This is an optimization exercise on Yosys and OpenROAD, whose aim is small area and a short achievable clock period, not a production implementation.

== v32 ==
// router_lpm_mc
module router_lpm_mc #(
   parameter int unsigned N_CH   = 4,
   parameter int unsigned DEPTH  = 16,
   parameter int unsigned PORT_W = 16,
   parameter int unsigned IP_W   = 32,
   localparam int unsigned CH_W  = (N_CH > 1) ? $clog2(N_CH) : 1,
   localparam int unsigned IDX_W = (DEPTH > 1) ? $clog2(DEPTH) : 1
) (
   input  logic                 clk,
   input  logic                 rst,
   input  logic [N_CH-1:0]      lkp_valid,
   output logic [N_CH-1:0]      lkp_ready,
   input  logic [N_CH*IP_W-1:0] lkp_dst_ip,
   output logic                 resp_valid,
   input  logic                 resp_ready,
   output logic [CH_W-1:0]      resp_ch,
   output logic                 resp_found,
   output logic                 resp_is_default,
   output logic [IDX_W-1:0]     resp_idx,
   output logic [PORT_W-1:0]    resp_out_port,
   output logic [IP_W-1:0]      resp_next_hop_ip,
   input  logic                 cfg_wr,
   input  logic [IDX_W-1:0]     cfg_idx,
   input  logic                 cfg_entry_valid,
   input  logic [IP_W-1:0]      cfg_prefix,
   input  logic [5:0]           cfg_prefix_len,
   input  logic [PORT_W-1:0]    cfg_out_port,
   input  logic [IP_W-1:0]      cfg_next_hop_ip,
   input  logic                 cfg_clear,
   output logic [31:0]          stat_lookups,
   output logic [31:0]          stat_misses
);
export LEC_CHECK = 0
export ABC_AREA = 1
export CAP_MARGIN = 20
export CORE_MARGIN = 2
export CORE_UTILIZATION = 55
export PLACE_DENSITY = 0.7
export SLEW_MARGIN = 20
export BUFFER_PORTS_ARGS = -buffer_cell sky130_fd_sc_hd__buf_1
export POST_GLOBAL_PLACE_TCL = /design/flow/flow/port_buffers.tcl
export CTS_ARGS = -sink_clustering_enable -repair_clock_nets -buf_list {sky130_fd_sc_hd__clkbuf_16} -root_buf sky130_fd_sc_hd__clkbuf_16 -sink_clustering_size 24 -sink_clustering_max_diameter 70 -dont_use_dummy_load
create_clock -name core_clock -period 29.0 [get_ports {clk}]
standard.sh (not shown) runs the stock make flow with config.mk's settings and CLKGATE_MAP_FILE= SYNTH_SCRIPT=/design/flow/synth_recipe.tcl, a recipe that flattens the netlist after the stock synthesis.
==> flow/flow/run.sh <==
#!/bin/bash
# Layout flow: the standard flow (standard.sh), with two changes.
#  1. Synthesis runs ORFS's own synthesis script except for the final ABC mapping: the
#     combinational cone of the lkp_ready outputs is mapped first, on its own, with a
#     speed script (abc_fast.script); the rest is then mapped with an area script
#     (abc_area.script) and without the half-adder extraction step. The registers come out
#     of the same steps as in the standard synthesis.
#  2. extra.mk adds ORFS settings: the port buffer cell, the clock tree options and a hook
#     (port_buffers.tcl) that enlarges the buffers on the lkp_ready path's ports.
# Each step's full output goes to a log file here; ORFS's own logs are under orfs/logs.
set -euo pipefail
WORK=$(pwd)
FL=$WORK/flow

# synth_core.tcl: ORFS's synth.tcl with the abc call replaced as described above
python3 - "$FLOW_HOME/scripts/synth.tcl" "$WORK/synth_core.tcl" <<'PY'
import sys
s = open(sys.argv[1]).read()
old = "  log_cmd abc {*}$abc_args\n"
assert s.count(old) == 1
new = """  select -set my_cone o:lkp_ready %cie* {t:$_*_} %i
  select -count @my_cone
  log_cmd abc -script $::env(MY_FAST_SCRIPT) {*}$lib_args {*}$lib_dont_use_args \\
    -constr $::env(OBJECTS_DIR)/abc.constr @my_cone
  log_cmd abc -script $::env(MY_ABC_SCRIPT) {*}$lib_args {*}$lib_dont_use_args \\
    -constr $::env(OBJECTS_DIR)/abc.constr
"""
open(sys.argv[2], "w").write(s.replace(old, new))
PY

sed "s|\$(FLOW_DIR_OF_VERSION)|$FL|" "$FL/extra.mk" >> config.mk

sed "s#SYNTH_SCRIPT=[^ ]*#SYNTH_SCRIPT=$FL/my_synth.tcl MY_FLOW_DIR=$WORK MY_ABC_SCRIPT=$FL/abc_area.script MY_FAST_SCRIPT=$FL/abc_fast.script#" \
    standard.sh > my_standard.sh
grep -q "MY_ABC_SCRIPT" my_standard.sh

bash my_standard.sh synth ADDER_MAP_FILE= > synth.log 2>&1
bash my_standard.sh finish > layout.log 2>&1
test -f out/final.def
Other scripts of this flow, unchanged in this note and not shown: flow/flow/abc_area.script, flow/flow/abc_fast.script, flow/flow/extra.mk, flow/flow/my_synth.tcl, flow/flow/port_buffers.tcl
Setup changes, v32 to v18
--- a/flow/design.v
+++ b/flow/design.v
@@ -146,66 +146,39 @@
       assign match[i] = valid & ~|miss & ~miss_lo;
    end
    function automatic logic len_gt(input logic [5:0] a, input logic [5:0] b);
       len_gt = 1'b0;
       for (int unsigned k = 0; k < 6; k++)
          len_gt = (a[k] & ~b[k]) | (~(a[k] ^ b[k]) & len_gt);
    endfunction
-   localparam int unsigned GS = 4;
-   localparam int unsigned NG = DEPTH / GS;
-   localparam int unsigned NN = 2 * NG - 1;
+   localparam int unsigned NN = 2 * DEPTH - 1;
    logic             t_hit [NN];
    logic             t_win [NN];
    logic [5:0]       t_len [NN];
    logic [IDX_W-1:0] t_idx [NN];
-   logic [DEPTH-1:0] win;
-   for (genvar g = 0; g < NG; g++) begin : g_grp
-      logic [GS-1:0] m, w;
-      logic [GS-1:0] beats [GS];    
-      assign m = match[g*GS +: GS];
-      always_comb begin
-         for (int unsigned i = 0; i < GS; i++) begin
-            beats[i] = '0;
-            for (int unsigned j = i + 1; j < GS; j++)
-               beats[i][j] = ~len_gt(tbl_code_q[g*GS+j], tbl_code_q[g*GS+i]);
-         end
-         for (int unsigned i = 0; i < GS; i++) begin
-            w[i] = m[i];
-            for (int unsigned j = 0; j < GS; j++) begin
-               if (j < i) w[i] = w[i] & ~(m[j] & beats[j][i]);
-               if (j > i) w[i] = w[i] & ~(m[j] & ~beats[i][j]);
-            end
-         end
-      end
-      assign t_hit[NG-1+g] = |m;
-      always_comb begin
-         t_len[NG-1+g] = '0;
-         t_idx[NG-1+g] = '0;
-         for (int unsigned i = 0; i < GS; i++) begin
-            if (w[i]) t_len[NG-1+g] = t_len[NG-1+g] | tbl_code_q[g*GS+i];
-            if (w[i]) t_idx[NG-1+g] = t_idx[NG-1+g] | IDX_W'(g*GS+i);
-         end
-      end
-      assign win[g*GS +: GS] = w & {GS{t_win[NG-1+g]}};
-   end
-   for (genvar n = NG - 2; n >= 0; n--) begin : g_node
+   for (genvar i = 0; i < DEPTH; i++) begin : g_leaf
+      assign t_hit[DEPTH-1+i] = match[i];
+      assign t_len[DEPTH-1+i] = tbl_code_q[i];
+      assign t_idx[DEPTH-1+i] = IDX_W'(i);
+   end
+   for (genvar n = DEPTH - 2; n >= 0; n--) begin : g_node
       logic pick_b;
       assign pick_b       = t_hit[2*n+2] & (~t_hit[2*n+1] | len_gt(t_len[2*n+2], t_len[2*n+1]));
       assign t_hit[n]     = t_hit[2*n+1] | t_hit[2*n+2];
       assign t_len[n]     = pick_b ? t_len[2*n+2] : t_len[2*n+1];
       assign t_idx[n]     = pick_b ? t_idx[2*n+2] : t_idx[2*n+1];
       assign t_win[2*n+1] = t_win[n] & ~pick_b;
       assign t_win[2*n+2] = t_win[n] & pick_b;
    end
    assign t_win[0] = t_hit[0];
    logic [DW-1:0] win_dat;
    always_comb begin
       win_dat = '0;
       for (int unsigned i = 0; i < DEPTH; i++)
-         if (win[i]) win_dat = win_dat | tbl_data_q[i];
+         if (t_win[DEPTH-1+i]) win_dat = win_dat | tbl_data_q[i];
    end
    logic             resp_valid_q, resp_found_q, resp_dflt_q;
    logic [CH_W-1:0]  resp_ch_q;
    logic [IDX_W-1:0] resp_idx_q;
    logic [DW-1:0]    resp_dat_q;
    logic [31:0]      stat_lookups_q, stat_misses_q;
    always_ff @(posedge clk) begin
### Flow results
The run with more routed wire is v32, not v18. v18 did not stop at any stage, and its layout met the timing, design-rule and antenna checks. v18 reports a lower number of tapcells than v32 does. v18: worst setup margin higher than v32. On v18: met1 track utilization from global routing is 1.3 points lower than what v32 gave. Summary of v18 over v32: final worst-path cycle share shows no meaningful change; final design area excluding fillers down 320 µm².
No functional check of the RTL was part of any run of this note.

what the ideal ports hide:
The flow's constraints put no driver on any port. The routed layouts listed below were extracted and timed again, unchanged, in two steps. Step 1 (the two cells are an assumption about what drives the block):
set clk [get_ports {clk}]
set_driving_cell -lib_cell sky130_fd_sc_hd__clkbuf_16 $clk
set_driving_cell -lib_cell sky130_fd_sc_hd__buf_2 [delete_from_list [all_inputs] $clk]
Step 2 also shifts input and output timing later by t, the mid clock arrival at the registers, as if the neighbouring blocks saw the same clock. Three values: ideal, step 1, step 2; two values: the first two.
run | shift t [ns] | setup slack, ns | worst hold slack (ns) | worst slew at a driven data input, ns
v32 | 0.758 | 16.549 / 16.525 / 16.525 | 0.491 / 0.491 / 0.491 | 0.09
v18 | 0.742 | 16.563 / 16.528 / 16.528 | 0.478 / 0.478 / 0.478 | 0.12
After both steps every run listed still meets setup and hold. For v18, which loses most, drivers alone change the setup slack by -0.035 ns; drivers and shift together by -0.035 ns.
